This is an optimization exercise on Yosys and OpenROAD, whose aim is small area, a short achievable clock period and few clock cycles per item, not a production implementation. Function was checked by simulation only, so behaviour that the tests miss may differ from the original. Power figures rest on the tool's default switching activity, not on a simulated workload.

## flow/constraint.sdc

```tcl
create_clock -name core_clock -period 6.0 [get_ports {clk}]
set_input_delay 1.2000 -clock core_clock [delete_from_list [all_inputs] [get_ports {clk}]]
set_output_delay 1.2000 -clock core_clock [all_outputs]
set_load 0.01 [all_outputs]
```

## flow/design.v

```verilog
package vc_pkg;
   localparam int TAG_W    = 27;
   localparam int LINE_W   = 256;
   localparam int ENTRIES  = 8;
   localparam int VC_IDX_W = 3;
endpackage
import vc_pkg::*;
module vc_tag_match
(
   input  logic [ENTRIES-1:0]            valid_nx,   
   input  logic [ENTRIES-1:0]            wr_en,      
   input  logic [ENTRIES-1:0][TAG_W-1:0] tags,       
   input  logic [TAG_W-1:0]              wr_tag,     
   input  logic [TAG_W-1:0]              req_tag,
   output logic [ENTRIES-1:0]            match       
);
   logic wr_match;
   assign wr_match = (wr_tag == req_tag);
   always_comb begin
      for (int i = 0; i < ENTRIES; i++) begin
         match[i] = valid_nx[i] & (wr_en[i] ? wr_match : (tags[i] == req_tag));
      end
   end
endmodule
import vc_pkg::*;
module vc_ctrl
(
   input  logic                clk,
   input  logic                rst,
   input  logic                req_valid,
   output logic                req_ready,
   input  logic [TAG_W-1:0]    req_tag,
   input  logic                req_has_vic,
   input  logic [TAG_W-1:0]    vic_tag,
   input  logic [LINE_W-1:0]   vic_data,
   input  logic                vic_dirty,
   output logic                rsp_valid,
   input  logic                rsp_ready,
   output logic                rsp_hit,
   output logic [LINE_W-1:0]   rsp_data,
   output logic                rsp_dirty,
   output logic                wb_valid,
   input  logic                wb_ready,
   output logic [TAG_W-1:0]    wb_tag,
   output logic [LINE_W-1:0]   wb_data,
   output logic                acc_en,
   output logic [VC_IDX_W-1:0] acc_idx,
   input  logic [VC_IDX_W-1:0] lru_idx
);
   logic [ENTRIES-1:0]             valid_q, valid_d;
   logic [ENTRIES-1:0]             dirty_q, dirty_d;
   logic [ENTRIES-1:0][TAG_W-1:0]  tag_q;
   logic [ENTRIES-1:0][LINE_W-1:0] data_q;
   logic                           b_valid_q;     
   logic                           b_hv_q;        
   logic                           b_hit_q;
   logic                           b_use_lru_q;   
   logic [ENTRIES-1:0]             b_idx_oh_q;    
   logic [VC_IDX_W-1:0]            b_idx_q;
   logic                           b_vdirty_q;
   logic [TAG_W-1:0]               b_vtag_q;
   logic [LINE_W-1:0]              b_vdata_q;
   logic                           rsp_valid_q, rsp_hit_q, rsp_dirty_q;
   logic                           wb_valid_q;
   logic [TAG_W-1:0]               wb_tag_q;
   logic [LINE_W-1:0]              out_q;
   logic                           out_free, go;
   logic [ENTRIES-1:0]             lru_oh, sel_oh, rd_oh, we, clr;
   logic [TAG_W-1:0]               wb_tag_d;
   logic [LINE_W-1:0]              out_d;
   logic                           rsp_dirty_d, lru_dirty;
   logic [ENTRIES-1:0]             match_d, hit_oh_d, free_oh_d, idx_oh_d;
   logic                           hit_d, full_d;
   logic [VC_IDX_W-1:0]            idx_d;
   assign out_free  = (~rsp_valid_q | rsp_ready) & (~wb_valid_q | wb_ready);
   assign go        = b_valid_q & out_free;
   assign req_ready = ~b_valid_q | out_free;
   always_comb begin
      for (int i = 0; i < ENTRIES; i++) begin
         lru_oh[i] = (lru_idx == VC_IDX_W'(i));
      end
   end
   assign sel_oh  = b_use_lru_q ? lru_oh : b_idx_oh_q;
   assign we      = {ENTRIES{go & b_hv_q}} & sel_oh;
   assign clr     = {ENTRIES{go & b_hit_q & ~b_hv_q}} & b_idx_oh_q;
   assign valid_d = (valid_q & ~clr) | we;
   assign dirty_d = (dirty_q & ~clr & ~we) | (we & {ENTRIES{b_vdirty_q}});
   assign rd_oh = {ENTRIES{go}} & sel_oh;
   always_comb begin
      out_d       = {LINE_W{~go}} & out_q;
      wb_tag_d    = {TAG_W{~go}} & wb_tag_q;
      rsp_dirty_d = ~go & rsp_dirty_q;
      lru_dirty   = 1'b0;
      for (int i = 0; i < ENTRIES; i++) begin
         out_d       = out_d    | ({LINE_W{rd_oh[i]}} & data_q[i]);
         wb_tag_d    = wb_tag_d | ({TAG_W{rd_oh[i]}} & tag_q[i]);
         rsp_dirty_d = rsp_dirty_d | (rd_oh[i] & dirty_q[i]);
         lru_dirty   = lru_dirty | (lru_oh[i] & dirty_q[i]);
      end
   end
   vc_tag_match u_match (
      .valid_nx (valid_d),
      .wr_en    (we),
      .tags     (tag_q),
      .wr_tag   (b_vtag_q),
      .req_tag  (req_tag),
      .match    (match_d)
   );
   always_comb begin
      for (int i = 0; i < ENTRIES; i++) begin
         hit_oh_d[i]  = match_d[i] & ~|(match_d & ((ENTRIES'(1) << i) - ENTRIES'(1)));
         free_oh_d[i] = ~valid_d[i] & &(valid_d | ~((ENTRIES'(1) << i) - ENTRIES'(1)));
      end
   end
   assign hit_d    = |match_d;
   assign full_d   = &valid_d;
   assign idx_oh_d = hit_d ? hit_oh_d : free_oh_d;
   always_comb begin
      idx_d = '0;
      for (int i = 0; i < ENTRIES; i++) begin
         if (idx_oh_d[i]) idx_d = idx_d | VC_IDX_W'(i);
      end
   end
   always_ff @(posedge clk or negedge rst) begin
      if (!rst) begin
         valid_q     <= '0;
         dirty_q     <= '0;
         b_valid_q   <= 1'b0;
         b_hv_q      <= 1'b0;
         rsp_valid_q <= 1'b0;
         wb_valid_q  <= 1'b0;
      end else begin
         valid_q     <= valid_d;
         dirty_q     <= dirty_d;
         if (req_ready) begin
            b_valid_q <= req_valid;
            b_hv_q    <= req_valid & req_has_vic;
         end
         rsp_valid_q <= go | (rsp_valid_q & ~rsp_ready);
         wb_valid_q  <= (go & b_use_lru_q & lru_dirty) | (wb_valid_q & ~wb_ready);
      end
   end
   always_ff @(posedge clk) begin
      for (int i = 0; i < ENTRIES; i++) begin
         if (we[i]) begin
            tag_q[i]  <= b_vtag_q;
            data_q[i] <= b_vdata_q;
         end
      end
      if (req_ready) begin
         b_hit_q     <= hit_d;
         b_use_lru_q <= req_has_vic & ~hit_d & full_d;
         b_idx_oh_q  <= idx_oh_d;
         b_idx_q     <= idx_d;
         b_vdirty_q  <= vic_dirty;
         b_vtag_q    <= vic_tag;
         b_vdata_q   <= vic_data;
      end
      if (go) begin
         rsp_hit_q <= b_hit_q;
      end
      rsp_dirty_q <= rsp_dirty_d;
      wb_tag_q    <= wb_tag_d;
      out_q       <= out_d;
   end
   assign rsp_valid = rsp_valid_q;
   assign rsp_hit   = rsp_hit_q;
   assign rsp_dirty = rsp_dirty_q;
   assign rsp_data  = out_q;
   assign wb_valid  = wb_valid_q;
   assign wb_tag    = wb_tag_q;
   assign wb_data   = out_q;
   assign acc_en    = b_hv_q & out_free;
   assign acc_idx   = b_use_lru_q ? lru_idx : b_idx_q;
endmodule
```

## flow/run.sh

```bash
#!/bin/bash
# synth_recipe.tcl (not shown) runs the flow's synth.tcl, then flattens the netlist and writes it again
# the make line also repeats each setting of config.mk as NAME=value (left out here)
make -C /OpenROAD-flow-scripts/flow DESIGN_CONFIG=/design/flow/config.mk WORK_HOME=/design/flow/orfs CLKGATE_MAP_FILE= SYNTH_SCRIPT=/design/flow/synth_recipe.tcl finish
```

## flow/config.mk

```make
export PLATFORM = sky130hd
export DESIGN_NAME = vc_ctrl
export DESIGN_NICKNAME = vc_ctrl
export VERILOG_FILES = /design/flow/design.v
export SDC_FILE = /design/flow/constraint.sdc
export NUM_CORES = 4
export LEC_CHECK = 0
export CAP_MARGIN = 20
export CORE_MARGIN = 2
export CORE_UTILIZATION = 40
export SETUP_SLACK_MARGIN = 3.0
export SLEW_MARGIN = 20
```

==> summary.txt, run 1 <==
* Outcome: finished clean
* Layout Skew at 72.0 ps
* Internal reg-to-reg setup slack at 2930 ps
* Setup TNS at 0 ps
* Total global routing overflow at 0
* CP endpoint kind: output port
* Clock slew at reported path FFs at 60 ps
* Routed WL at 313,000 um
* Max-slew headroom at 18.8%
* Aggregate global-route resource usage at 22.9%
* Placed Cells at 9,510
* TritonRoute pass-1 iters at 8
* Htree depth at 5
* DIE WIDTH at 512 um
* Vias per inst at 5.87
* Initial antenna violation count at 33
* Final core occ at 49.3%
* IO Pins at 868
* Finished Cell Area at 0.127 sq mm
* Hold_ws at 276 ps
* Post-route ant nets at 0
* GPL Wtd Cong at 0.919
* Top_reg_cell synth: edfxtp_1
* Cells along the critical path: buf_6, mux2_4, buf_6
* Die ar. at 0.262 sq mm
* Crit-path most repeated cell: buf_6
* Synth cell types at 60
* Row Count at 186
* Crit path max-delay family: flip-flops
* Mapped Nets at 6,027
* Crit-path max FO at 4
* Worst min path class: in -> async
* CTS tree: yes
* Critical R2R Launch: b_use_lru_q
* Clock Root Buffer: clkbuf_16
* Sink Count at 2,866
* Max Cap Viol at 0
* Global-route wire length before repair at 435,000 um
* Pre-CTS setup slack at 1120 ps
* Crit path required time at 4800 ps
* Unrepaired setup endpoints after global routing: true
* # setup viols final at 0
* Core area at 0.257 sq mm
* PD cells at 400 mW/mm^2
* Final period utilization at 53.3%
* WS Path Type: reg -> out
* Yosys reg bits at 2,866
* Pin count of the biggest net entering global routing at 126
* Synth Area per Inst at 18.1 sq um
* Port-buffer cells at 867
* Layout cell share with drive strength beyond 1 at 15.3%
* Number of synthesis warnings at 2
* Area growth, synth to finish at 22.8%
* Post-route minimum period at 3200 ps
* Remaining DRCs at 0
* Starting DRT DRC Count at 6,847
* Vias in the first global route at 58,066
* Starting Density at 40.2%
* R2R depth at 10
* HPWL Detailed at 170,000 um
* RR Endpoint: b_idx_q[0]
* Fillers at 21,083
* Power, Total at 50.7 mW
* CP Buf/Inv Count at 2
* Die height at 512 um
* Fmax at 313 MHz
* Max Transition Viols Final at 0
* Slew @ Worst Pin at 1220 ps
* Clock Tree Buf Depth at 4
* Slowest-stage cell, CP: edfxtp_1
* Nets at 6,885
* Maximum vdd drop at 0.295 mV
* Pleak at 41.5 nW
* Routed len/inst at 30.8 um
* Vias at 59,820
* Mapped Area at 0.103 sq mm
* CTS Hold Bufs at 0
* TritonCTS Buffers at 311
* Number of flops mapped to enable cells by yosys at 2,562
* Final Hold Vio Count at 0
* Placed cell area at 0.115 sq mm
* CP arrival at 2000 ps
* Final Non-Filler Cells at 10,192
* Final worst setup slack at 2800 ps
* Post-synth ARST share at 0.698%
* Worst setup SP type: flip-flop
* Insertion delay to the later sink of the worst-skew pair at 960 ps
* Register area share after synthesis at 80.6%
* Critical path's largest stage delay at 480 ps
* Mapped Cells at 5,707
## worst max path at each step
| stage | start | slack, ps | cells past startpoint | end |
|---|---|---|---|---|
| finish | b_use_lru_q | 2800 | 3 | acc_idx[2] |
| global route | b_use_lru_q | 2750 | 3 | acc_idx[2] |
| detailed placement | lru_idx[1] | 1120 | 10 | b_idx_q[0] |
| global placement | lru_idx[0] | 1140 | 11 | b_idx_q[0] |
| floorplan | lru_idx[0] | -6440 | 9 | b_idx_q[0] |
| CTS | b_use_lru_q | 2760 | 3 | acc_idx[2] |
## layout by cell type (no fill, tap or decap), drive strengths merged, types with 5 or more instances in the layout
cell type / n
a2111oi: 7
a21oi: 15
a221o: 278
a221oi: 551
a222oi: 6
a22o: 284
a22oi: 22
and3: 5
buf: 289
bufbuf: 5
bufinv: 24
clkbuf: 433
clkdlybuf4s15: 11
clkdlybuf4s50: 286
clkinv: 89
dfrtp: 20
dfxtp: 284
diode: 10
dlygate4sd2: 541
edfxtp: 2562
inv: 34
nand2: 42
nand2b: 12
nand3: 41
nand4: 62
nor2: 273
nor2b: 5
nor3: 14
nor4: 14
o21ai: 299
xnor2: 231
xor2: 12
## per-layer routing
| metal | vias up | wire length, um | global-route usage [%] |
|---|---|---|---|
| met5 | - | 126 | 0 |
| met4 | 22 | 10300 | 7.88 |
| met3 | 544 | 25100 | 3.90 |
| met2 | 3140 | 147000 | 36.5 |
| li1 | 24992 | - | - |
| met1 | 31122 | 131000 | 32.0 |
## cells in the mapped netlist, types with 4 or more instances
library cell	instances	share of area, %
a22oi_1	21	0.15
clkbuf_1	300	1.1
nor3_1	14	0.068
a221oi_1	551	4.7
nand3_1	41	0.20
xor2_1	12	0.10
nor2b_1	5	0.030
nand4b_1	4	0.034
nand4bb_1	4	0.044
buf_2	30	0.15
nand2_1	42	0.15
nand4_1	62	0.38
a222oi_1	6	0.058
xnor2_1	231	2.0
a2111oi_4	4	0.11
dfxtp_1	284	5.5
dfrtp_1	20	0.49
inv_1	20	0.073
a21oi_1	15	0.073
buf_1	16	0.058
and3_1	5	0.030
nand2b_1	12	0.073
a22o_1	284	2.4
a221o_1	278	2.7
nor4_1	13	0.079
edfxtp_1	2562	75
nor2_1	273	0.99
o21ai_0	298	1.4
buf_4	256	1.9
## cell type report
class                           instances  area (sq um)  area share [%]
Antenna cell                           10          25.0          0.0198
Clock buffer                          423          8650            6.83
Clock inverter                        123          1200           0.949
Inverter                               21           170           0.134
Multi-Input combinational cell       2218         17600            13.9
Sequential cell                      2866         83400            65.9
Tap cell                             3384          4230            3.34
Timing Repair Buffer                 1142         11300            8.91
Timing Repair inverter                  5          46.3          0.0366
## kinds of logic (layout without fill, tap and decap cells)
logic type | Yosys count | count (layout) | share of synthesized area (%)
mux | 7 | 7 | 0.0958
flops | 2866 | 2866 | 80.6
buf+inv | 623 | 1714 | 3.24
compound gates | 1483 | 1483 | 11.9
simple gates | 485 | 485 | 2.16
xor+xnor | 243 | 243 | 2.06
other cells | 0 | 10 | 0
## power by group
part	internal [mW]	switching [mW]	total, mW
Combinational	3.00	3.90	6.89
Sequential	23.5	1.68	25.1
Clock	11.1	7.53	18.6
## worst reg2reg max path: stages, from the launching register on
cell and delay, ps:
edfxtp_1 480, buf_6 190, nand2b_2 240, a2111oi_4 350
buf_6 190, a22oi_1 120, and3_1 230, a211o_1 270
or3_1 400, a311oi_2 270, nand4bb_1 170
## what timing repair did
item                                    in CTS  in global routing
pin swaps                                   20                 24
gates cloned                                19                  7
endpoints found under the setup margin    3073                775
buffers inserted                            53                 47
gates resized for setup                    977                120
endpoints found under the hold margin        0                  0
## sequential cells by signal, indices dropped and copies added (netlist names), 3 cells and up
name / cells
data_q: 2048
b_vdata_q: 256
out_q: 256
tag_q: 216
b_vtag_q: 27
wb_tag_q: 27
b_idx_oh_q: 8
dirty_q: 8
valid_q: 8
b_idx_q: 3
Testbench counts, summed over its fixed seeds: cycles 3,216, items 3,200.
==> run 2, diff against run 1 <==
--- a/flow/config.mk
+++ b/flow/config.mk
@@ -10,3 +10,2 @@
 export CORE_UTILIZATION = 40
-export SETUP_SLACK_MARGIN = 3.0
 export SLEW_MARGIN = 20
==> run 2 against run 1 <==
  * Wire length down 5.7%
  * Count of clock-buffer cells in the layout unchanged
  * Still clean
  * Largest cell class unchanged
  * Register-to-register slack worse by 790 ps
  * Power up 0.98%
  * Die area unchanged
  * Combinational power up 8.9%
  * First-iteration DRC count down 14%
  * Final area down 1.5%
  * Hold slack worse by 13 ps
==> summary.txt, run 2 <==
* Synth Area in Adders at 0% (unchanged)
* Synth Area per Inst at 18.1 sq um (unchanged)
* Core area at 0.257 sq mm (unchanged)
* DIE WIDTH at 512 um (unchanged)
* Mapped Nets at 6,027 (unchanged)
* CP arrival at 3270 ps (was 2000 ps)
* Mapped Cells at 5,707 (unchanged)
* Area contributors post-synth: edfxtp_1 75%, dfxtp_1 5.5%, a221oi_1 4.7% (unchanged)
* Main combinational cell family by area after synthesis: compound AO/OA/AOI/OAI gates (unchanged)
* Crit path required time at 4800 ps (about the same)
* Yosys reg bits at 2,866 (unchanged)
* Vias in the first global route at 57,411 (was 58,066)
* GPL Wtd Cong at 0.919 (unchanged)
* Register area share after synthesis at 80.6% (unchanged)
* Max Transition Viols Final at 0 (unchanged)
* Placed cell area at 0.115 sq mm (unchanged)
* WS Path Type: in -> out (was reg -> out)
* Count leader, synth: edfxtp_1 (unchanged)
* HPWL Detailed at 170,000 um (unchanged)
* Commonest cells after routing, fill and taps aside: 2,562 x edfxtp_1, 866 x clkdlybuf4s50_1, 551 x a221oi_1, 317 x clkbuf_16, 297 x o21ai_0 (was 2,562 x edfxtp_1, 541 x a221oi_1, 541 x dlygate4sd2_1, 323 x clkbuf_16, 292 x o21ai_0)
* Aggregate global-route resource usage at 21.9% (was 22.9%)
* Starting DRT DRC Count at 5,879 (was 6,847)
* Clock Tree Buf Depth at 4 (unchanged)
* TritonCTS Buffers at 311 (unchanged)
* Maximum vdd drop at 0.296 mV (was 0.295 mV)
* CTS resizes at 0 (was 977)
* Outcome: finished clean (unchanged)
* Die ar. at 0.262 sq mm (unchanged)
* XOR/XNOR Fraction of Synth Area at 2.06% (unchanged)
* Nets at 6,759 (was 6,885)
* Layout Skew at 71.1 ps (was 72.0 ps)
* Htree depth at 5 (unchanged)
* Total global routing overflow at 0 (unchanged)
* Crit-path max FO at 13 (was 4)
* Remaining DRCs at 0 (unchanged)
* Synth top cells by count: 2,562 x edfxtp_1, 551 x a221oi_1, 300 x clkbuf_1, 298 x o21ai_0 (unchanged)
* Number of flops mapped to enable cells by yosys at 2,562 (unchanged)
* Die height at 512 um (unchanged)
* Synth cell types at 60 (unchanged)
* Unrepaired setup endpoints after global routing: false (was true)
* Starting Density at 40.2% (unchanged)
* Critical path's largest stage delay at 850 ps (was 480 ps)
* Power, Total at 51.1 mW (was 50.7 mW)
* Largest register by flop count: data_q (unchanged)
* Clock slew at reported path FFs at 60 ps (about the same)
* TritonRoute pass-1 iters at 6 (was 8)
* Placed Cells at 9,510 (unchanged)
* Worst min path class: in -> async (unchanged)
* PD cells at 410 mW/mm^2 (was 400 mW/mm^2)
* Worst setup SP type: primary input (was flip-flop)
* Area growth, synth to finish at 20.9% (was 22.8%)
* Sink Count at 2,866 (unchanged)
* Post-synth ARST share at 0.698% (unchanged)
* IO Pins at 868 (unchanged)
* Pre-CTS setup slack at 1120 ps (unchanged)
* CTS tree: yes (unchanged)
* Yosys top cell by area: edfxtp_1 (unchanged)
* Max-slew headroom at 16.0% (was 18.8%)
* Top Registers: data_q x2048, b_vdata_q x256, out_q x256 (unchanged)
* Mapped Area at 0.103 sq mm (unchanged)
* Slew @ Worst Pin at 1260 ps (was 1220 ps)
* Insertion delay to the later sink of the worst-skew pair at 960 ps (about the same)
* Hold_ws at 263 ps (was 276 ps)
* Port-buffer cells at 867 (unchanged)
* Fmax at 224 MHz (was 313 MHz)
* Post-route ant nets at 0 (unchanged)
* Largest register FFs at 2,048 (unchanged)
* Layout cell share with drive strength beyond 1 at 9.32% (was 15.3%)
* Synth Area in Compound Gates at 11.9% (unchanged)
* Initial antenna violation count at 23 (was 33)
* Vias at 58,342 (was 59,820)
* Pin count of the biggest net entering global routing at 126 (unchanged)
* Crit-path most repeated cell: clkdlybuf4s50_1 (was buf_6)
* # setup viols final at 0 (unchanged)
* Number of synthesis warnings at 2 (unchanged)
* Fillers at 21,016 (was 21,083)
* Slowest-stage cell, CP: nor2b_2 (was edfxtp_1)
* Final Hold Vio Count at 0 (unchanged)
* Global-route wire length before repair at 420,000 um (was 435,000 um)
* Final core occ at 48.6% (was 49.3%)
* Setup TNS at 0 ps (unchanged)
* Synth top area share at 74.6% (unchanged)
* Clock Root Buffer: clkbuf_16 (unchanged)
* Setup bufs post-CTS at 0 (was 53)
* Commonest non-fill, non-tap cell in the layout: edfxtp_1 (unchanged)
* Final period utilization at 74.5% (was 53.3%)
* Post-synthesis mux area share at 0.0958% (unchanged)
* Pleak at 40.1 nW (was 41.5 nW)
* Cells along the critical path: clkdlybuf4s50_1, nor2b_2, o21ai_4, clkdlybuf4s50_1 (was buf_6, mux2_4, buf_6)
* Top_reg_cell synth: edfxtp_1 (unchanged)
* Post-route minimum period at 4470 ps (was 3200 ps)
* Routed len/inst at 29.4 um (was 30.8 um)
* Finished Cell Area at 0.125 sq mm (was 0.127 sq mm)
* Simple-gate portion of the synthesized area at 2.16% (unchanged)
* CTS Hold Bufs at 0 (unchanged)
* Routed WL at 296,000 um (was 313,000 um)
* Row Count at 186 (unchanged)
* Max Cap Viol at 0 (unchanged)
* Final Non-Filler Cells at 10,062 (was 10,192)
* Vias per inst at 5.80 (was 5.87)
* CP endpoint kind: output port (unchanged)
* Final worst setup slack at 1530 ps (was 2800 ps)
run 2: routing by layer:
metal | vias to the layer above | routed length, um | GRT usage (%)
li1 | 24714 | - | -
met1 | 30405 | 124000 | 30.3
met2 | 2694 | 140000 | 35.4
met3 | 511 | 22500 | 3.79
met4 | 18 | 8690 | 6.63
met5 | - | 122 | 0
run 2: final timing paths:
check | startpoint | endpoint | slack, ps | cells after the start
hold reg to reg | data_q[865] | out_q[97] | 430 | 1
min in group core_clock | data_q[865] | out_q[97] | 430 | 1
setup reg to reg | b_use_lru_q | b_idx_q[0] | 2140 | 9
setup / recovery | wb_ready | req_ready | 1530 | 4
max in group asynchronous | rst | valid_q[6] | 5350 | 1
hold / removal | rst | dirty_q[1] | 260 | 1
run 2: logic make-up after synthesis:
group	count (synthesis)
AO/OA/AOI/OAI	1483
XOR/XNOR	243
buffers and inverters	623
flip-flops	2866
multiplexers	7
AND/OR/NAND/NOR	485
run 2: report_power, final:
part	switching (mW)	total [mW]	internal, mW
clock	7.50	18.6	11.1
sequential	1.73	25.1	23.3
combinational	3.72	7.50	3.78
run 2: area by class of cell:
cell class	instances	area, sq um	share of cell area [%]
Antenna cell	6	15.0	0.0120
Clock buffer	423	8650	6.94
Clock inverter	123	1200	0.963
Sequential cell	2866	83100	66.7
Timing Repair Buffer	1021	10500	8.43
Multi-Input combinational cell	2218	16800	13.5
Inverter	21	116	0.0933
Tap cell	3384	4230	3.40
run 2: worst max-delay path, delay by kind of cell:
family	cells	cell delay [ps]
AOI/OAI and AO/OA	1	70
buffers and inverters	2	1140
and+or+nand+nor	1	850
==> run 3, diff against run 2 <==
--- a/flow/design.v
+++ b/flow/design.v
@@ -58,3 +58,3 @@
    logic [ENTRIES-1:0]             b_idx_oh_q;    
-   logic [VC_IDX_W-1:0]            b_idx_q;
+   logic [VC_IDX_W-1:0]            b_acc_idx_q;   
    logic                           b_vdirty_q;
@@ -72,3 +72,3 @@
    logic [ENTRIES-1:0]             match_d, hit_oh_d, free_oh_d, idx_oh_d;
-   logic                           hit_d, full_d;
+   logic                           hit_d, full_d, use_lru_d;
    logic [VC_IDX_W-1:0]            idx_d;
@@ -117,2 +117,3 @@
    assign idx_oh_d = hit_d ? hit_oh_d : free_oh_d;
+   assign use_lru_d = req_has_vic & ~hit_d & full_d;
    always_comb begin
@@ -149,7 +150,7 @@
       end
+      b_use_lru_q <= (req_ready & use_lru_d) | (~req_ready & b_use_lru_q);
+      b_acc_idx_q <= ({VC_IDX_W{req_ready & ~use_lru_d}} & idx_d) | ({VC_IDX_W{~req_ready}} & b_acc_idx_q);
       if (req_ready) begin
          b_hit_q     <= hit_d;
-         b_use_lru_q <= req_has_vic & ~hit_d & full_d;
          b_idx_oh_q  <= idx_oh_d;
-         b_idx_q     <= idx_d;
          b_vdirty_q  <= vic_dirty;
@@ -173,3 +174,3 @@
    assign acc_en    = b_hv_q & out_free;
-   assign acc_idx   = b_use_lru_q ? lru_idx : b_idx_q;
+   assign acc_idx   = ({VC_IDX_W{b_use_lru_q}} & lru_idx) | b_acc_idx_q;
 endmodule
==> flow/flow/run.sh (new file) <==
#!/bin/bash
# The standard layout, except that ports are buffered with a plain buf_1
# (the resizer still upsizes it where timing needs) instead of a delay cell.
set -euo pipefail
here="$(cd "$(dirname "${BASH_SOURCE[0]}")/.." && pwd)"
cd "$here"
export BUFFER_PORTS_ARGS="-buffer_cell sky130_fd_sc_hd__buf_1"
bash standard.sh finish > standard_make.log 2>&1
==> flow/standard.sh (new file) <==
#!/bin/bash
# synth_recipe.tcl (not shown) runs the flow's synth.tcl, then flattens the netlist and writes it again
# the make line also repeats each setting of config.mk as NAME=value (left out here)
make -C /OpenROAD-flow-scripts/flow DESIGN_CONFIG=/design/flow/config.mk WORK_HOME=/design/flow/orfs CLKGATE_MAP_FILE= SYNTH_SCRIPT=/design/flow/synth_recipe.tcl "${@:-finish}"
--- a/flow/config.mk
+++ b/flow/config.mk
@@ -10,2 +10,3 @@
 export CORE_UTILIZATION = 40
+export SETUP_SLACK_MARGIN = 3.0
 export SLEW_MARGIN = 20
removed: flow/run.sh
==> run 3 against run 2 <==
  * Power decreased by 0.68%
  * Largest power group unchanged
  * Setup slack improved by 1300 ps
  * Die area about the same
  * Non-clock buffer count increased by 72
  * Combinational power decreased by 5.6%
  * Clock power about the same
  * Highest routed layer unchanged
  * Final area decreased by 3.0%
  * Sequential share of layout area increased by 2.0 points
  * Largest cell class unchanged
  * Wire length increased by 3.7%
  * Global-route usage increased by 0.20 points
  * Still clean on timing, DRC and antenna
==> summary.txt, run 3 <==
* CP arrival at 1980 ps (was 3270 ps)
* Post-synth ARST share at 0.698% (unchanged)
* Commonest non-fill, non-tap cell in the layout: edfxtp_1 (unchanged)
* Critical path's largest stage delay at 170 ps (was 850 ps)
* Sw Pwr at 13.9 mW (was 13.0 mW)
* Clock slew at reported path FFs at 60 ps (about the same)
* Combinational share of power at 13.9% (was 14.7%)
* Worst min path class: in -> async (unchanged)
* Starting DRT DRC Count at 7,194 (was 5,879)
* Unrepaired setup endpoints after global routing: true (was false)
* Cell Int Power at 36.9 mW (was 38.2 mW)
* Sw Share at 27.4% (was 25.3%)
* Count leader, synth: edfxtp_1 (unchanged)
* CP Buf/Inv Count at 4 (was 2)
* Routed len/inst at 30.2 um (was 29.4 um)
* Row Count at 186 (unchanged)
* Final Hold Vio Count at 0 (unchanged)
* Largest register by flop count: data_q (unchanged)
* Htree depth at 5 (unchanged)
* Top_reg_cell synth: edfxtp_1 (unchanged)
* Synth top area share at 74.5% (was 74.6%)
* Register area share after synthesis at 80.5% (was 80.6%)
* Aggregate global-route resource usage at 22.1% (was 21.9%)
* Slowest-stage cell, CP: buf_6 (was nor2b_2)
* Yosys reg bits at 2,866 (unchanged)
* HPWL Detailed at 161,000 um (was 170,000 um)
* Area growth, synth to finish at 17.2% (was 20.9%)
* Pin count of the biggest net entering global routing at 134 (was 126)
* Synth top cells by count: 2,559 x edfxtp_1, 490 x a221oi_1, 306 x clkbuf_1, 297 x nor2_1, 296 x o21ai_0 (was 2,562 x edfxtp_1, 551 x a221oi_1, 300 x clkbuf_1, 298 x o21ai_0)
* Yosys top cell by area: edfxtp_1 (unchanged)
* Port-buffer cells at 867 (unchanged)
* IO Pins at 868 (unchanged)
* Remaining DRCs at 0 (unchanged)
* Power, Total at 50.8 mW (was 51.1 mW)
* Number of flops mapped to enable cells by yosys at 2,559 (was 2,562)
* CP endpoint kind: output port (unchanged)
* Area contributors post-synth: edfxtp_1 74%, dfxtp_1 5.6%, a221oi_1 4.2% (was edfxtp_1 75%, dfxtp_1 5.5%, a221oi_1 4.7%)
* Mapped Cells at 5,719 (was 5,707)
* Layout Skew at 81.2 ps (was 71.1 ps)
* Clock group share of total power at 36.6% (was 36.3%)
* TritonCTS Buffers at 314 (was 311)
* Routed WL at 306,000 um (was 296,000 um)
* Crit path required time at 4800 ps (about the same)
* Vias at 59,376 (was 58,342)
* Layout cell share with drive strength beyond 1 at 11.3% (was 9.32%)
* Synth Area per Inst at 18.0 sq um (was 18.1 sq um)
* Clock Root Buffer: clkbuf_16 (unchanged)
* Max Transition Viols Final at 0 (unchanged)
* Cells along the critical path: buf_8, nand2b_4, a21oi_2, buf_6, inv_16, buf_8 (was clkdlybuf4s50_1, nor2b_2, o21ai_4, clkdlybuf4s50_1)
* Number of synthesis warnings at 2 (unchanged)
* Die ar. at 0.262 sq mm (about the same)
* Die height at 512 um (about the same)
* Crit-path max FO at 3 (was 13)
* TritonRoute pass-1 iters at 7 (was 6)
* Largest register FFs at 2,048 (unchanged)
* Maximum vdd drop at 0.343 mV (was 0.296 mV)
* Hold_ws at 262 ps (was 263 ps)
* Pleak at 38.5 nW (was 40.1 nW)
* Vias in the first global route at 57,376 (was 57,411)
* PD cells at 420 mW/mm^2 (was 410 mW/mm^2)
* Fmax at 314 MHz (was 224 MHz)
* Crit path max-delay family: buffers and inverters (unchanged)
* # setup viols final at 0 (unchanged)
* Sink Count at 2,866 (unchanged)
* GPL Wtd Cong at 0.892 (was 0.919)
* Final period utilization at 53.0% (was 74.5%)
* Post-route ant nets at 0 (unchanged)
* Max Cap Viol at 0 (unchanged)
* Final core occ at 47.1% (was 48.6%)
* Worst setup SP type: primary input (unchanged)
* Core area at 0.257 sq mm (unchanged)
* Seq pwr share at 49.5% (was 49.0%)
* Clock Tree Buf Depth at 4 (unchanged)
* Outcome: finished clean (unchanged)
* Commonest cells after routing, fill and taps aside: 2,559 x edfxtp_1, 846 x buf_1, 489 x a221oi_1, 328 x clkbuf_16, 296 x nor2_1 (was 2,562 x edfxtp_1, 866 x clkdlybuf4s50_1, 551 x a221oi_1, 317 x clkbuf_16, 297 x o21ai_0)
* Vias per inst at 5.84 (was 5.80)
* CTS Hold Bufs at 0 (unchanged)
* Mapped Nets at 6,039 (was 6,027)
* Nets at 6,845 (was 6,759)
* Post-route minimum period at 3180 ps (was 4470 ps)
* Fillers at 21,557 (was 21,016)
* Top Registers: data_q x2048, b_vdata_q x256, out_q x256 (unchanged)
* Insertion delay to the later sink of the worst-skew pair at 950 ps (was 960 ps)
* Setup TNS at 0 ps (unchanged)
* DIE WIDTH at 512 um (about the same)
* Synth cell types at 65 (was 60)
* Total global routing overflow at 0 (unchanged)
* Mapped Area at 0.103 sq mm (about the same)
* Slew @ Worst Pin at 1290 ps (was 1260 ps)
* CTS tree: yes (unchanged)
* WS Path Type: in -> out (unchanged)
* Starting Density at 40.2% (about the same)
* Global-route wire length before repair at 424,000 um (was 420,000 um)
* Initial antenna violation count at 29 (was 23)
* Max-slew headroom at 14.2% (was 16.0%)
* Crit-path most repeated cell: buf_8 (was clkdlybuf4s50_1)
## run 3: cell count changes after synthesis, moves of 20 or more
cell,change
a21boi_0,+80
a221oi_1,-61
a222oi_1,+72
a22o_1,-77
a22oi_1,-20
nand3_1,-29
nor2_1,+24
## run 3: through the flow
stage                     cells  setup WS [ps]  instance area, sq um
final                     10165           2820                121000
after global routing      10156           2770                121000
after CTS                 10113           2830                120000
after detailed placement   9496           1100                109000
after global placement     9496           1230                109000
after floorplan            5719          -7000                103000
## run 3: worst paths after layout
check | slack [ps] | from | depth (start not counted) | to
worst max-delay path | 2820 | wb_ready | 6 | req_ready
min in group core_clock | 420 | vic_data[228] | 1 | b_vdata_q[228]
worst max register to register | 2840 | flip-flop | 10 | out_q[132]
worst min-delay path | 260 | rst | 2 | valid_q[4]
max in group asynchronous | 5430 | rst | 2 | wb_valid_q
worst min register to register | 430 | data_q[913] | 1 | out_q[145]
## run 3: timing repair
action	CTS	global route
cloned	11	14
endpoints found under the hold margin	0	0
setup endpoints to repair	2110	888
pin swaps	13	22
gates resized for setup	92	63
setup buffers	50	21
## run 3: power groups by stage
stage | clock network [mW] | registers, mW | logic [mW]
floorplan | 0 | 25.2 | 4.37
global placement | 0 | 25.5 | 6.72
detailed placement | 0 | 25.6 | 6.74
CTS | 18.8 | 25.2 | 6.97
global route | 19.6 | 25.3 | 7.53
finish | 18.6 | 25.1 | 7.08
## run 3: per-layer routing
| layer | routed length, um | vias to the layer above | global-route usage, % |
|---|---|---|---|
| li1 | - | 24941 | - |
| met1 | 124000 | 30944 | 30.1 |
| met2 | 148000 | 2952 | 36.2 |
| met3 | 24700 | 521 | 3.66 |
| met4 | 9670 | 18 | 7.15 |
| met5 | 116 | - | 0 |
## run 3: cells by family after synthesis
kind of cell | after synthesis | synth area share [%]
muxes | 3 | 0.0533
buffers and inverters | 620 | 3.24
AOI/OAI and AO/OA | 1487 | 11.9
DFF | 2866 | 80.5
and+or+nand+nor | 500 | 2.23
xor gates and xnor gates | 243 | 2.06
## run 3: area by class of cell
cell class                 instances  area, sq um  area share, %
timing repair buffer            1093         6340           5.24
antenna                           16         40.0         0.0331
clock inverter                   115         1080          0.896
sequential                      2866        83100           68.7
timing repair inverter             2         17.5         0.0145
inverter                          11          106         0.0879
multi-input combinational       2237        17300           14.3
clock buffer                     441         8800           7.27
tap                             3384         4230           3.50
Testbench counts of run 3, summed over its fixed seeds: cycles 3,216, items 3,200.
==> run 4, diff against run 3 <==
--- a/flow/config.mk
+++ b/flow/config.mk
@@ -9,3 +9,5 @@
 export CORE_MARGIN = 2
-export CORE_UTILIZATION = 40
+export CORE_UTILIZATION = 55
+export CTS_BUF_LIST = sky130_fd_sc_hd__clkbuf_4 sky130_fd_sc_hd__clkbuf_8
+export CTS_CLUSTER_SIZE = 24
 export SETUP_SLACK_MARGIN = 3.0
==> run 4 against run 3 <==
  * Final cell count decreased by 6.3%
  * Setup slack got worse by 110 ps
  * Power decreased by 2.7%
  * Non-clock buffer count decreased by 20
  * Fmax decreased by 3.3%
  * Combinational power increased by 1%
  * Synthesized area unchanged
  * First-iteration DRC count decreased by 1.2%
  * Register-to-register slack improved by 20 ps
  * Critical endpoint unchanged
  * Largest cell class unchanged
==> summary.txt, run 4 <==
* DIE WIDTH at 437 um (was 512 um)
* Number of synthesis warnings at 2 (unchanged)
* Cells along the critical path: nand2b_4, a21oi_4, buf_6, inv_16, buf_6 (was buf_8, nand2b_4, a21oi_2, buf_6, inv_16, buf_8)
* Final core occ at 64.2% (was 47.1%)
* Global-route wire length before repair at 415,000 um (was 424,000 um)
* Synth cell types at 65 (unchanged)
* Pleak at 38.6 nW (was 38.5 nW)
* Clock Root Buffer: clkbuf_8 (was clkbuf_16)
* Slew @ Worst Pin at 1020 ps (was 1290 ps)
* TritonCTS Buffers at 457 (was 314)
* Commonest cells after routing, fill and taps aside: 2,559 x edfxtp_1, 843 x buf_1, 536 x clkbuf_8, 485 x a221oi_1, 296 x nor2_1 (was 2,559 x edfxtp_1, 846 x buf_1, 489 x a221oi_1, 328 x clkbuf_16, 296 x nor2_1)
* Row Count at 158 (was 186)
* Vias per inst at 6.30 (was 5.84)
* Die height at 437 um (was 512 um)
* Largest register FFs at 2,048 (unchanged)
* R2R depth at 13 (was 10)
* Mapped Cells at 5,719 (unchanged)
* Layout cell share with drive strength beyond 1 at 17.1% (was 11.3%)
* CTS Hold Bufs at 0 (unchanged)
* Critical path's largest stage delay at 390 ps (was 170 ps)
* Max Transition Viols Final at 0 (unchanged)
* Clock Tree Buf Depth at 4 (unchanged)
* Crit-path max FO at 5 (was 3)
* Maximum vdd drop at 0.256 mV (was 0.343 mV)
* Crit-path most repeated cell: buf_6 (was buf_8)
* Synth top area share at 74.5% (unchanged)
* Initial antenna violation count at 54 (was 29)
* Setup TNS at 0 ps (unchanged)
* Yosys top cell by area: edfxtp_1 (unchanged)
* # setup viols final at 0 (unchanged)
* Worst min path class: in -> async (unchanged)
* CP Buf/Inv Count at 3 (was 4)
* Routed WL at 301,000 um (was 306,000 um)
* Yosys reg bits at 2,866 (unchanged)
* Starting DRT DRC Count at 7,110 (was 7,194)
* Layout Skew at 71.4 ps (was 81.2 ps)
* Power, Total at 49.4 mW (was 50.8 mW)
* Instance count on the critical path at 5 (was 6)
* Starting Density at 55.5% (was 40.2%)
* Hold_ws at 149 ps (was 262 ps)
* Post-route ant nets at 0 (unchanged)
* Commonest non-fill, non-tap cell in the layout: edfxtp_1 (unchanged)
* Htree depth at 5 (unchanged)
* HPWL Detailed at 146,000 um (was 161,000 um)
* GPL Wtd Cong at 0.897 (was 0.892)
* Crit path required time at 4800 ps (about the same)
* Total global routing overflow at 0 (unchanged)
* Max-slew headroom at 31.9% (was 14.2%)
* WS Path Type: reg -> out (was in -> out)
* Placed cell area at 0.108 sq mm (was 0.109 sq mm)
* Vias in the first global route at 57,150 (was 57,376)
* Top Registers: data_q x2048, b_vdata_q x256, out_q x256 (unchanged)
* TritonRoute pass-1 iters at 8 (was 7)
* Mapped Area at 0.103 sq mm (unchanged)
* Routed len/inst at 31.5 um (was 30.2 um)
* Port-buffer cells at 867 (unchanged)
* Number of flops mapped to enable cells by yosys at 2,559 (unchanged)
* Synth Area per Inst at 18.0 sq um (unchanged)
* Area growth, synth to finish at 15.7% (was 17.2%)
* Mapped Nets at 6,039 (unchanged)
* Finished Cell Area at 0.119 sq mm (was 0.121 sq mm)
* Top_reg_cell synth: edfxtp_1 (unchanged)
* Die ar. at 0.191 sq mm (was 0.262 sq mm)
* Pin count of the biggest net entering global routing at 125 (was 134)
* Nets at 6,969 (was 6,845)
* IO Pins at 868 (unchanged)
* Area contributors post-synth: edfxtp_1 74%, dfxtp_1 5.6%, a221oi_1 4.2% (unchanged)
* Worst setup SP type: flip-flop (was primary input)
* Count leader, synth: edfxtp_1 (unchanged)
* Fmax at 304 MHz (was 314 MHz)
* Largest register by flop count: data_q (unchanged)
* Crit path max-delay family: flip-flops (was buffers and inverters)
* Insertion delay to the later sink of the worst-skew pair at 1120 ps (was 950 ps)
* Slowest-stage cell, CP: dfrtp_1 (was buf_6)
* CP arrival at 2090 ps (was 1980 ps)
* CTS tree: yes (unchanged)
* Post-route minimum period at 3290 ps (was 3180 ps)
* Aggregate global-route resource usage at 30.2% (was 22.1%)
* Sink Count at 2,866 (unchanged)
* Post-synth ARST share at 0.698% (unchanged)
* Core area at 0.186 sq mm (was 0.257 sq mm)
* Vias at 60,033 (was 59,376)
* Register area share after synthesis at 80.5% (unchanged)
* Clock slew at reported path FFs at 60 ps (about the same)
* Max Cap Viol at 0 (unchanged)
* Final period utilization at 54.8% (was 53.0%)
* Remaining DRCs at 0 (unchanged)
* PD cells at 414 mW/mm^2 (was 420 mW/mm^2)
* Unrepaired setup endpoints after global routing: true (unchanged)
* CP endpoint kind: output port (unchanged)
* Outcome: finished clean (unchanged)
* Synth top cells by count: 2,559 x edfxtp_1, 490 x a221oi_1, 306 x clkbuf_1, 297 x nor2_1, 296 x o21ai_0 (unchanged)
* Final Hold Vio Count at 0 (unchanged)
==> run 4: timing repair <==
item / 4_1_cts / 5_1_grt
pin swaps: 17 / 28
cloned: 17 / 9
hold endpoints to repair: 0 / 0
setup endpoints to repair: 2609 / 556
gates resized for setup: 223 / 67
buffers inserted: 58 / 26
==> run 4: final cells by class <==
cell class              instances  area, sq um
inverters                      11         93.8
repair inverters                1         8.76
well taps                    2480         3100
fillers                     13215        66600
clock buffers                 712         8700
clock inverters               117          796
repair buffers               1073         6050
flip-flops and latches       2866        83300
multi-input cells            2239        17300
diodes                         30         75.1
==> run 4: kinds of logic after synthesis <==
| family | share of synthesized area, % |
|---|---|
| AOI/OAI and AO/OA | 11.9 |
| xor gates and xnor gates | 2.06 |
| DFF | 80.5 |
| and+or+nand+nor | 2.23 |
| muxes | 0.0533 |
| buffers and inverters | 3.24 |
==> run 4: worst paths after layout <==
kind                                     from             end  slack, ps
worst max-delay path              rsp_valid_q       req_ready       2710
worst min-delay path                      rst      valid_q[0]        150
worst max register to register    rsp_valid_q  b_acc_idx_q[2]       2860
worst min register to register   data_q[1997]      out_q[205]        420
max in group asynchronous                 rst          b_hv_q       5510
min in group core_clock         vic_data[215]  b_vdata_q[215]        250
==> run 4: layer usage <==
layer | wire [um] | track usage, % | up-vias | part of all wire, %
li1 | - | - | 25255 | -
met1 | 120000 | 42.2 | 30879 | 40
met2 | 143000 | 47.5 | 3247 | 48
met3 | 25900 | 5.59 | 624 | 8.6
met4 | 11800 | 11.8 | 28 | 3.9
met5 | 179 | 0 | - | 0.060
==> run 4: stage by stage <==
| step | worst slack, ps | cells |
|---|---|---|
| after floorplan | -7000 | 5719 |
| after global placement | 1240 | 8560 |
| after detailed placement | 1160 | 8560 |
| after CTS | 2590 | 9464 |
| after global routing | 2620 | 9520 |
| final | 2710 | 9529 |
==> run 4: report_power, final <==
group          internal, mW  switching [mW]  leakage (nW)
Combinational          2.53            4.62          7.35
Clock                  9.57            7.50          5.09
Sequential             23.5            1.65          26.1
Total                  35.6            13.8          38.6
==> run 5, diff against run 4 <==
--- a/flow/design.v
+++ b/flow/design.v
@@ -66,3 +66,3 @@
    logic [LINE_W-1:0]              out_q;
-   logic                           out_free, go;
+   logic                           out_free, go, take;
    logic [ENTRIES-1:0]             lru_oh, sel_oh, rd_oh, we, clr;
@@ -77,2 +77,3 @@
    assign req_ready = ~b_valid_q | out_free;
+   assign take      = req_valid & req_ready;
    always_comb begin
@@ -150,5 +151,5 @@
       end
-      b_use_lru_q <= (req_ready & use_lru_d) | (~req_ready & b_use_lru_q);
-      b_acc_idx_q <= ({VC_IDX_W{req_ready & ~use_lru_d}} & idx_d) | ({VC_IDX_W{~req_ready}} & b_acc_idx_q);
-      if (req_ready) begin
+      b_use_lru_q <= (take & use_lru_d) | (~take & b_use_lru_q);
+      b_acc_idx_q <= ({VC_IDX_W{take & ~use_lru_d}} & idx_d) | ({VC_IDX_W{~take}} & b_acc_idx_q);
+      if (take) begin
          b_hit_q     <= hit_d;
==> flow/config.mk (replaced) <==
export PLATFORM = sky130hd
export DESIGN_NAME = vc_ctrl
export DESIGN_NICKNAME = vc_ctrl
export VERILOG_FILES = /design/flow/design.v
export SDC_FILE = /design/flow/constraint.sdc
export NUM_CORES = 4
export LEC_CHECK = 0
export CAP_MARGIN = 40
export CORE_MARGIN = 2
export CORE_UTILIZATION = 40
export SETUP_SLACK_MARGIN = 3.0
export SLEW_MARGIN = 60
==> run 5 against run 4 <==
  * Still clean
  * Via count decreased by 0.51%
  * Critical path depth increased by 1
  * Die area increased by 37%
  * Register-to-register slack improved by 50 ps
  * Global-route usage decreased by 8.1 points
  * Count of clock-buffer cells in the layout decreased by 309
  * Critical path type is now in -> out
  * Critical endpoint is now acc_en
  * Highest routed layer unchanged
==> summary.txt, run 5 <==
* Outcome: finished clean (unchanged)
* Remaining DRCs at 0 (unchanged)
* Clock slew at reported path FFs at 60 ps (about the same)
* Final Non-Filler Cells at 10,232 (was 9,529)
* Pin count of the biggest net entering global routing at 86 (was 125)
* Synth cell types at 59 (was 65)
* Synth top area share at 74.5% (about the same)
* Yosys top cell by area: edfxtp_1 (unchanged)
* Vias at 59,729 (was 60,033)
* Combinational share of power at 11.1% (was 14.5%)
* Mapped Cells at 5,714 (was 5,719)
* # setup viols final at 0 (unchanged)
* Insertion delay to the later sink of the worst-skew pair at 870 ps (was 1120 ps)
* Fillers at 21,267 (was 13,215)
* WS Path Type: in -> out (was reg -> out)
* Total global routing overflow at 0 (unchanged)
* Worst setup SP type: primary input (was flip-flop)
* Register area share after synthesis at 80.5% (about the same)
* Setup TNS at 0 ps (unchanged)
* Maximum vdd drop at 0.336 mV (was 0.256 mV)
* Initial antenna violation count at 32 (was 54)
* Top_reg_cell synth: edfxtp_1 (unchanged)
* Crit-path most repeated cell: buf_6 (unchanged)
* Critical path's largest stage delay at 200 ps (was 390 ps)
* Mapped Nets at 6,034 (was 6,039)
* Layout cell share with drive strength beyond 1 at 13.3% (was 17.1%)
* Vias per inst at 5.84 (was 6.30)
* Largest register by flop count: data_q (unchanged)
* Yosys reg bits at 2,866 (unchanged)
* Largest register FFs at 2,048 (unchanged)
* IO Pins at 868 (unchanged)
* Port-buffer cells at 867 (unchanged)
* TritonRoute pass-1 iters at 6 (was 8)
* Max Cap Viol at 0 (unchanged)
* Commonest cells after routing, fill and taps aside: 2,559 x edfxtp_1, 839 x buf_1, 374 x a221o_1, 368 x a221oi_1, 320 x clkbuf_16 (was 2,559 x edfxtp_1, 843 x buf_1, 536 x clkbuf_8, 485 x a221oi_1, 296 x nor2_1)
* Global-route wire length before repair at 424,000 um (was 415,000 um)
* Area growth, synth to finish at 18.9% (was 15.7%)
* Cells along the critical path: buf_2, nor2b_4, buf_8, nor3_4, buf_6, buf_6 (was nand2b_4, a21oi_4, buf_6, inv_16, buf_6)
* Cell Int Power at 35.4 mW (was 35.6 mW)
* Seq pwr share at 50.7% (was 51.0%)
* Slew @ Worst Pin at 609 ps (was 1020 ps)
* Sink Count at 2,866 (unchanged)
* Area contributors post-synth: edfxtp_1 74%, dfxtp_1 5.6%, a221o_1 3.6% (was edfxtp_1 74%, dfxtp_1 5.6%, a221oi_1 4.2%)
* Top Registers: data_q x2048, b_vdata_q x256, out_q x256 (unchanged)
* Post-synth ARST share at 0.698% (unchanged)
* Post-route minimum period at 3160 ps (was 3290 ps)
* Number of synthesis warnings at 2 (unchanged)
* Commonest non-fill, non-tap cell in the layout: edfxtp_1 (unchanged)
* Fmax at 317 MHz (was 304 MHz)
* Worst min path class: in -> async (unchanged)
* Die height at 512 um (was 437 um)
* Max-slew headroom at 59.1% (was 31.9%)
* HPWL Detailed at 174,000 um (was 146,000 um)
* Final period utilization at 52.6% (was 54.8%)
* Placed cell area at 0.111 sq mm (was 0.108 sq mm)
* Htree depth at 5 (unchanged)
* Crit path required time at 4800 ps (about the same)
* Die ar. at 0.262 sq mm (was 0.191 sq mm)
* Row Count at 186 (was 158)
* CP arrival at 1960 ps (was 2090 ps)
* Clock Root Buffer: clkbuf_16 (was clkbuf_8)
* Mapped Area at 0.103 sq mm (about the same)
* Clock Tree Buf Depth at 4 (unchanged)
* Count leader, synth: edfxtp_1 (unchanged)
* Sw Pwr at 12.3 mW (was 13.8 mW)
* Final core occ at 47.8% (was 64.2%)
* Power, Total at 47.7 mW (was 49.4 mW)
* TritonCTS Buffers at 302 (was 457)
* Unrepaired setup endpoints after global routing: true (unchanged)
* Starting DRT DRC Count at 6,727 (was 7,110)
* Routed WL at 307,000 um (was 301,000 um)
* GPL Wtd Cong at 0.927 (was 0.897)
* Final Hold Vio Count at 0 (unchanged)
* Number of flops mapped to enable cells by yosys at 2,559 (unchanged)
* Placed Cells at 9,565 (was 8,560)
* Crit-path max FO at 3 (was 5)
* Synth top cells by count: 2,559 x edfxtp_1, 389 x a221oi_1, 374 x a221o_1, 303 x clkbuf_1, 298 x o21ai_0 (was 2,559 x edfxtp_1, 490 x a221oi_1, 306 x clkbuf_1, 297 x nor2_1, 296 x o21ai_0)
* CTS tree: yes (unchanged)
* CP endpoint kind: output port (unchanged)
* DIE WIDTH at 512 um (was 437 um)
* Nets at 6,921 (was 6,969)
* Finished Cell Area at 0.123 sq mm (was 0.119 sq mm)
* Clock group share of total power at 38.1% (was 34.6%)
* Max Transition Viols Final at 0 (unchanged)
* Routed len/inst at 30.0 um (was 31.5 um)
* Sw Share at 25.7% (was 27.9%)
* Layout Skew at 65.6 ps (was 71.4 ps)
* Aggregate global-route resource usage at 22.1% (was 30.2%)
* Post-route ant nets at 0 (unchanged)
* Slowest-stage cell, CP: nor3_4 (was dfrtp_1)
* Vias in the first global route at 57,166 (was 57,150)
* Synth Area per Inst at 18.1 sq um (was 18.0 sq um)
* PD cells at 388 mW/mm^2 (was 414 mW/mm^2)
* Starting Density at 40.2% (was 55.5%)
* Pleak at 39.3 nW (was 38.6 nW)
* Core area at 0.257 sq mm (was 0.186 sq mm)
## run 5: changes by cell type after synthesis, moves of 78 or more
| cell | before | now |
|---|---|---|
| a221oi_1 | 490 | 389 |
| a22oi_1 | 1 | 181 |
| a221o_1 | 285 | 374 |
| nor2_1 | 297 | 208 |
| nand3_1 | 12 | 106 |
| a222oi_1 | 78 | 0 |
| a21boi_0 | 81 | 1 |
## run 5: cells by family (layout without fill, tap and decap cells)
family | Yosys count | count (layout) | synth area share [%]
other | 0 | 6 | 0
AO/OA/AOI/OAI | 1475 | 1475 | 11.7
flip-flops | 2866 | 2866 | 80.5
buffers and inverters | 624 | 1751 | 3.25
XOR/XNOR | 243 | 243 | 2.06
multiplexers | 6 | 6 | 0.0849
AND/OR/NAND/NOR | 500 | 501 | 2.36
## run 5: power groups by stage
stage	combinational (mW)	sequential [mW]	clock, mW
2_1_floorplan	3.07	24.3	0
5_1_grt	5.65	24.3	19.1
3_5_place_dp	4.99	24.6	0
3_3_place_gp	4.82	24.5	0
6_report	5.31	24.2	18.2
4_1_cts	5.14	24.2	18.4
## run 5: stage by stage
step | setup WS, ps | hold WS [ps]
5_1_grt | 2800 | 334
2_1_floorplan | -6260 | 448
3_5_place_dp | 1420 | 454
4_1_cts | 2820 | 295
3_3_place_gp | 1320 | 450
6_report | 2840 | 367
## run 5: area by class of cell
cell class,instances,area [sq um],area share (%)
flip-flops and latches,2866,83100,67.7
multi-input cells,2225,17500,14.3
clock buffers,403,8260,6.73
repair buffers,1188,8090,6.59
well taps,3384,4230,3.45
clock inverters,142,1320,1.08
inverters,14,166,0.136
repair inverters,4,35.0,0.0285
diodes,6,15.0,0.0122
## run 5: path summary, 6_finish.rpt
kind,startpoint,end,slack [ps],cells after the start
worst max-delay path,wb_ready,acc_en,2840,6
worst min register to register,data_q[461],out_q[205],430,1
min in group core_clock,data_q[461],out_q[205],430,1
max in group asynchronous,rst,b_hv_q,5360,2
worst min-delay path,rst,dirty_q[3],370,2
worst max register to register,flip-flop,b_acc_idx_q[2],2910,11
## run 5: timing repair
item	CTS	global route
hold buffers	0	0
gates resized for setup	91	96
gates cloned	11	18
pin swaps	13	28
setup endpoints to repair	1484	552
setup buffers	38	45
## run 5: metal layers
| metal | up-vias | GRT usage (%) | routed length [um] |
|---|---|---|---|
| li1 | 25084 | - | - |
| met3 | 539 | 3.63 | 25300 |
| met5 | - | 0 | 150 |
| met2 | 3096 | 35.2 | 145000 |
| met4 | 24 | 6.38 | 8870 |
| met1 | 30986 | 31.2 | 128000 |
## run 5: critical path: cells and delay by family
kind                   cells  cell delay, ps
buffers and inverters      4             500
and+or+nand+nor            2             250
Testbench counts of run 5, summed over its fixed seeds: cycles 3,216, items 3,200.
==> run 6, diff against run 5 <==
==> flow/flow/run.sh (replaced) <==
#!/bin/bash
# The standard layout, except that ports are buffered with a plain buf_1
# (the resizer still upsizes it where timing needs) instead of a delay cell,
# and the control ports are kept together (flow/io.tcl).
set -euo pipefail
here="$(cd "$(dirname "${BASH_SOURCE[0]}")/.." && pwd)"
cd "$here"
export BUFFER_PORTS_ARGS="-buffer_cell sky130_fd_sc_hd__buf_1"
export IO_CONSTRAINTS="$here/flow/io.tcl"
bash standard.sh finish > standard_make.log 2>&1
==> flow/flow/io.tcl (new file) <==
# Keep the ports of the short input-to-output and register-to-output control
# paths together, in the middle of the bottom edge.
set_io_pin_constraint -region bottom:230-290 -pin_names {
  lru_idx[0] lru_idx[1] lru_idx[2] acc_idx[0] acc_idx[1] acc_idx[2] acc_en
  req_ready req_valid rsp_ready wb_ready rsp_valid wb_valid
}
--- a/flow/config.mk
+++ b/flow/config.mk
@@ -7,3 +7,3 @@
 export LEC_CHECK = 0
-export CAP_MARGIN = 40
+export CAP_MARGIN = 20
 export CORE_MARGIN = 2
@@ -11,2 +11,2 @@
 export SETUP_SLACK_MARGIN = 3.0
-export SLEW_MARGIN = 60
+export SLEW_MARGIN = 20
==> run 6 against run 5 <==
  * Via count is 0.43% higher
  * Register-to-register slack better by 20 ps
  * Critical path depth is 5 higher
  * Sequential cell count stayed put
  * Final cell count is 0.40% lower
  * Synthesized cell count stayed put
  * Count of clock-buffer cells in the layout is 41 higher
  * Final area is 1.0% lower
==> summary.txt, run 6 <==
* Simple-gate portion of the synthesized area at 2.36% (unchanged)
* Crit-path max FO at 9 (was 3)
* Area contributors post-synth: edfxtp_1 74%, dfxtp_1 5.6%, a221o_1 3.6% (unchanged)
* Max-slew headroom at 22.5% (was 59.1%)
* PD cells at 395 mW/mm^2 (was 388 mW/mm^2)
* Top Registers: data_q x2048, b_vdata_q x256, out_q x256 (unchanged)
* Initial antenna violation count at 30 (was 32)
* Core area at 0.257 sq mm (unchanged)
* WS Path Type: in -> reg (was in -> out)
* Crit path max-delay family: simple AND/OR/NAND/NOR gates (was buffers and inverters)
* Vias in the first global route at 57,675 (was 57,166)
* CTS Hold Bufs at 0 (unchanged)
* Register area share after synthesis at 80.5% (unchanged)
* Number of synthesis warnings at 2 (unchanged)
* Vias per inst at 5.89 (was 5.84)
* Sink Count at 2,866 (unchanged)
* CTS tree: yes (unchanged)
* Clock Tree Buf Depth at 4 (unchanged)
* Nets at 6,874 (was 6,921)
* Critical path's largest stage delay at 600 ps (was 200 ps)
* Max Cap Viol at 0 (unchanged)
* Total global routing overflow at 0 (unchanged)
* Placed Cells at 9,492 (was 9,565)
* Post-synthesis mux area share at 0.0849% (unchanged)
* Vias at 59,985 (was 59,729)
* Instance count on the critical path at 11 (was 6)
* Synth top area share at 74.5% (unchanged)
* Aggregate global-route resource usage at 22.9% (was 22.1%)
* Fillers at 21,522 (was 21,267)
* Slew @ Worst Pin at 1160 ps (was 609 ps)
* Synth top cells by count: 2,559 x edfxtp_1, 389 x a221oi_1, 374 x a221o_1, 303 x clkbuf_1, 298 x o21ai_0 (unchanged)
* Mapped Cells at 5,714 (unchanged)
* Htree depth at 5 (unchanged)
* Die ar. at 0.262 sq mm (unchanged)
* Slowest-stage cell, CP: or4_4 (was nor3_4)
* Post-route minimum period at 3160 ps (about the same)
* DIE WIDTH at 512 um (unchanged)
* Unrepaired setup endpoints after global routing: true (unchanged)
* Global-route wire length before repair at 436,000 um (was 424,000 um)
* Routed len/inst at 30.9 um (was 30.0 um)
* Yosys reg bits at 2,866 (unchanged)
* Final Hold Vio Count at 0 (unchanged)
* Hold_ws at 277 ps (was 367 ps)
* Final period utilization at 52.7% (was 52.6%)
* Maximum vdd drop at 0.311 mV (was 0.336 mV)
* CP arrival at 3930 ps (was 1960 ps)
* Synth Area per Inst at 18.1 sq um (unchanged)
* Finished Cell Area at 0.122 sq mm (was 0.123 sq mm)
* TritonRoute pass-1 iters at 6 (unchanged)
* Worst min path class: in -> async (unchanged)
* Layout cell share with drive strength beyond 1 at 12.7% (was 13.3%)
* Post-synth ARST share at 0.698% (unchanged)
* Number of flops mapped to enable cells by yosys at 2,559 (unchanged)
* GPL Wtd Cong at 0.919 (was 0.927)
* Post-route ant nets at 0 (unchanged)
* Yosys top cell by area: edfxtp_1 (unchanged)
* Area growth, synth to finish at 17.8% (was 18.9%)
* CP endpoint kind: flip-flop (was output port)
* Cells along the critical path: buf_1, buf_4, xor2_1, nor4_2, nand4_1, or4_4, nor4b_4, nor2b_2, a211oi_1, o21ai_0, mux2_2 (was buf_2, nor2b_4, buf_8, nor3_4, buf_6, buf_6)
* Pleak at 38.7 nW (was 39.3 nW)
* # setup viols final at 0 (unchanged)
* Insertion delay to the later sink of the worst-skew pair at 960 ps (was 870 ps)
* Max Transition Viols Final at 0 (unchanged)
* IO Pins at 868 (unchanged)
* Crit path required time at 6770 ps (was 4800 ps)
* Placed cell area at 0.109 sq mm (was 0.111 sq mm)
* Outcome: finished clean (unchanged)
* Die height at 512 um (unchanged)
* Largest register by flop count: data_q (unchanged)
* Count leader, synth: edfxtp_1 (unchanged)
* Layout Skew at 86.4 ps (was 65.6 ps)
* Clock slew at reported path FFs at 60 ps (about the same)
* Routed WL at 315,000 um (was 307,000 um)
* Starting Density at 40.2% (unchanged)
* Worst setup SP type: primary input (unchanged)
* Area of the multi-input gates at 0.0176 sq mm (was 0.0175 sq mm)
* Port-buffer cells at 867 (unchanged)
* Synth Area in Compound Gates at 11.7% (unchanged)
* Largest register FFs at 2,048 (unchanged)
* XOR/XNOR Fraction of Synth Area at 2.06% (unchanged)
* TritonCTS Buffers at 315 (was 302)
* Synth cell types at 59 (unchanged)
* Final Non-Filler Cells at 10,191 (was 10,232)
* Main combinational cell family by area after synthesis: compound AO/OA/AOI/OAI gates (unchanged)
* R2R depth at 9 (was 11)
* Pin count of the biggest net entering global routing at 119 (was 86)
* Fmax at 316 MHz (was 317 MHz)
* Starting DRT DRC Count at 6,796 (was 6,727)
* Remaining DRCs at 0 (unchanged)
* Commonest non-fill, non-tap cell in the layout: edfxtp_1 (unchanged)
* Commonest cells after routing, fill and taps aside: 2,559 x edfxtp_1, 838 x buf_1, 374 x a221o_1, 351 x a221oi_1, 326 x clkbuf_16 (was 2,559 x edfxtp_1, 839 x buf_1, 374 x a221o_1, 368 x a221oi_1, 320 x clkbuf_16)
* Synth Area in Adders at 0% (unchanged)
* Clock Root Buffer: clkbuf_16 (unchanged)
* Mapped Area at 0.103 sq mm (unchanged)
* CP Buf/Inv Count at 2 (was 4)
* HPWL Detailed at 167,000 um (was 174,000 um)
* Mapped Nets at 6,034 (unchanged)
* FF+latch area at 0.0831 sq mm (about the same)
* Row Count at 186 (unchanged)
* Top_reg_cell synth: edfxtp_1 (unchanged)
## run 6: through the flow
step | utilization [%] | setup slack (ps) | power, mW | setup TNS (ps)
floorplan | - | -6260 | 27.4 | -4916760
global placement | 42.5 | 1140 | 29.4 | 0
detailed placement | 42.5 | 1120 | 29.5 | 0
CTS | 46.9 | 2860 | 48.1 | 0
global route | 47.3 | 2830 | 49.4 | 0
finish | 47.3 | 2840 | 48.0 | 0
## run 6: area by class of cell
| cell class | instances | area share, % |
|---|---|---|
| clock inverter | 116 | 0.842 |
| timing repair buffer | 1122 | 5.34 |
| clock buffer | 444 | 7.25 |
| sequential | 2866 | 68.4 |
| multi-input combinational | 2229 | 14.5 |
| antenna | 10 | 0.0206 |
| tap | 3384 | 3.48 |
| timing repair inverter | 6 | 0.0432 |
| inverter | 14 | 0.139 |
## run 6: repair_timing
action,in CTS,in global routing
pin swaps,15,25
endpoints found under the setup margin,2235,230
endpoints found under the hold margin,0,0
cloned,16,9
buffers inserted,65,39
resized for setup,109,126
## run 6: kinds of logic after synthesis
group / after synthesis
XOR/XNOR: 243
AND/OR/NAND/NOR: 500
flip-flops: 2866
AO/OA/AOI/OAI: 1475
multiplexers: 6
buffers and inverters: 624
## run 6: final timing paths
path	startpoint	to	slack, ps
max	req_tag[8]	b_acc_idx_q[1]	2840
min	rst	valid_q[2]	280
max reg2reg	flip-flop	wb_tag_q[26]	2930
min reg2reg	data_q[872]	out_q[104]	420
max in group asynchronous	rst	b_valid_q	5410
min in group core_clock	vic_data[230]	b_vdata_q[230]	420
## run 6: where the power goes
part           total (mW)  internal (mW)  leakage (nW)  switching (mW)
Combinational        5.25           1.82          7.94            3.43
Clock                18.5           10.9          4.79            7.65
Sequential           24.2           23.0          26.0            1.26
Total                48.0           35.7          38.7            12.3
## run 6: routing by layer
layer	share of wire (%)	up-vias	GRT usage, %
li1	-	24976	-
met1	41	31216	31.6
met5	0.056	-	0
met2	47	3217	36.7
met3	8.7	550	4.23
met4	3.7	26	7.57

-- what the ideal ports hide --
Ports are ideal in the flow. The routed layouts listed here were re-timed in OpenROAD.
Step 1 sets driving cells, clkbuf_16 on the clock port and buf_2 on the other inputs (assumed; they add their load-dependent delay and slew).
Step 2 times the ports against the registers' clock, not the clock port: input delays grow and output delays shrink by t, the midpoint of the rising clock arrivals with the driver on.
a / b / c = ideal / step 1 / step 2; a / b = the first two.
| run | t, ns | slack for setup (ns) | worst slew at a driven data input, ns |
|---|---|---|---|
| run 1 | 1.016 | 2.802 / 2.707 / 1.983 | 0.21 |
| run 2 | 1.016 | 1.533 / 1.504 / 1.008 | 0.20 |
| run 3 | 0.996 | 2.817 / 2.779 / 1.855 | 0.19 |
| run 4 | 1.163 | 2.709 / 2.621 / 1.763 | 0.20 |
| run 5 | 0.917 | 2.841 / 2.796 / 1.997 | 0.25 |
| run 6 | 1.011 | 2.837 / 2.810 / 1.840 | 0.18 |
After both steps every run listed still meets setup and hold. The setup slack of run 6, which loses most, moves by -0.027 ns with the drivers and by -0.997 ns with both steps.
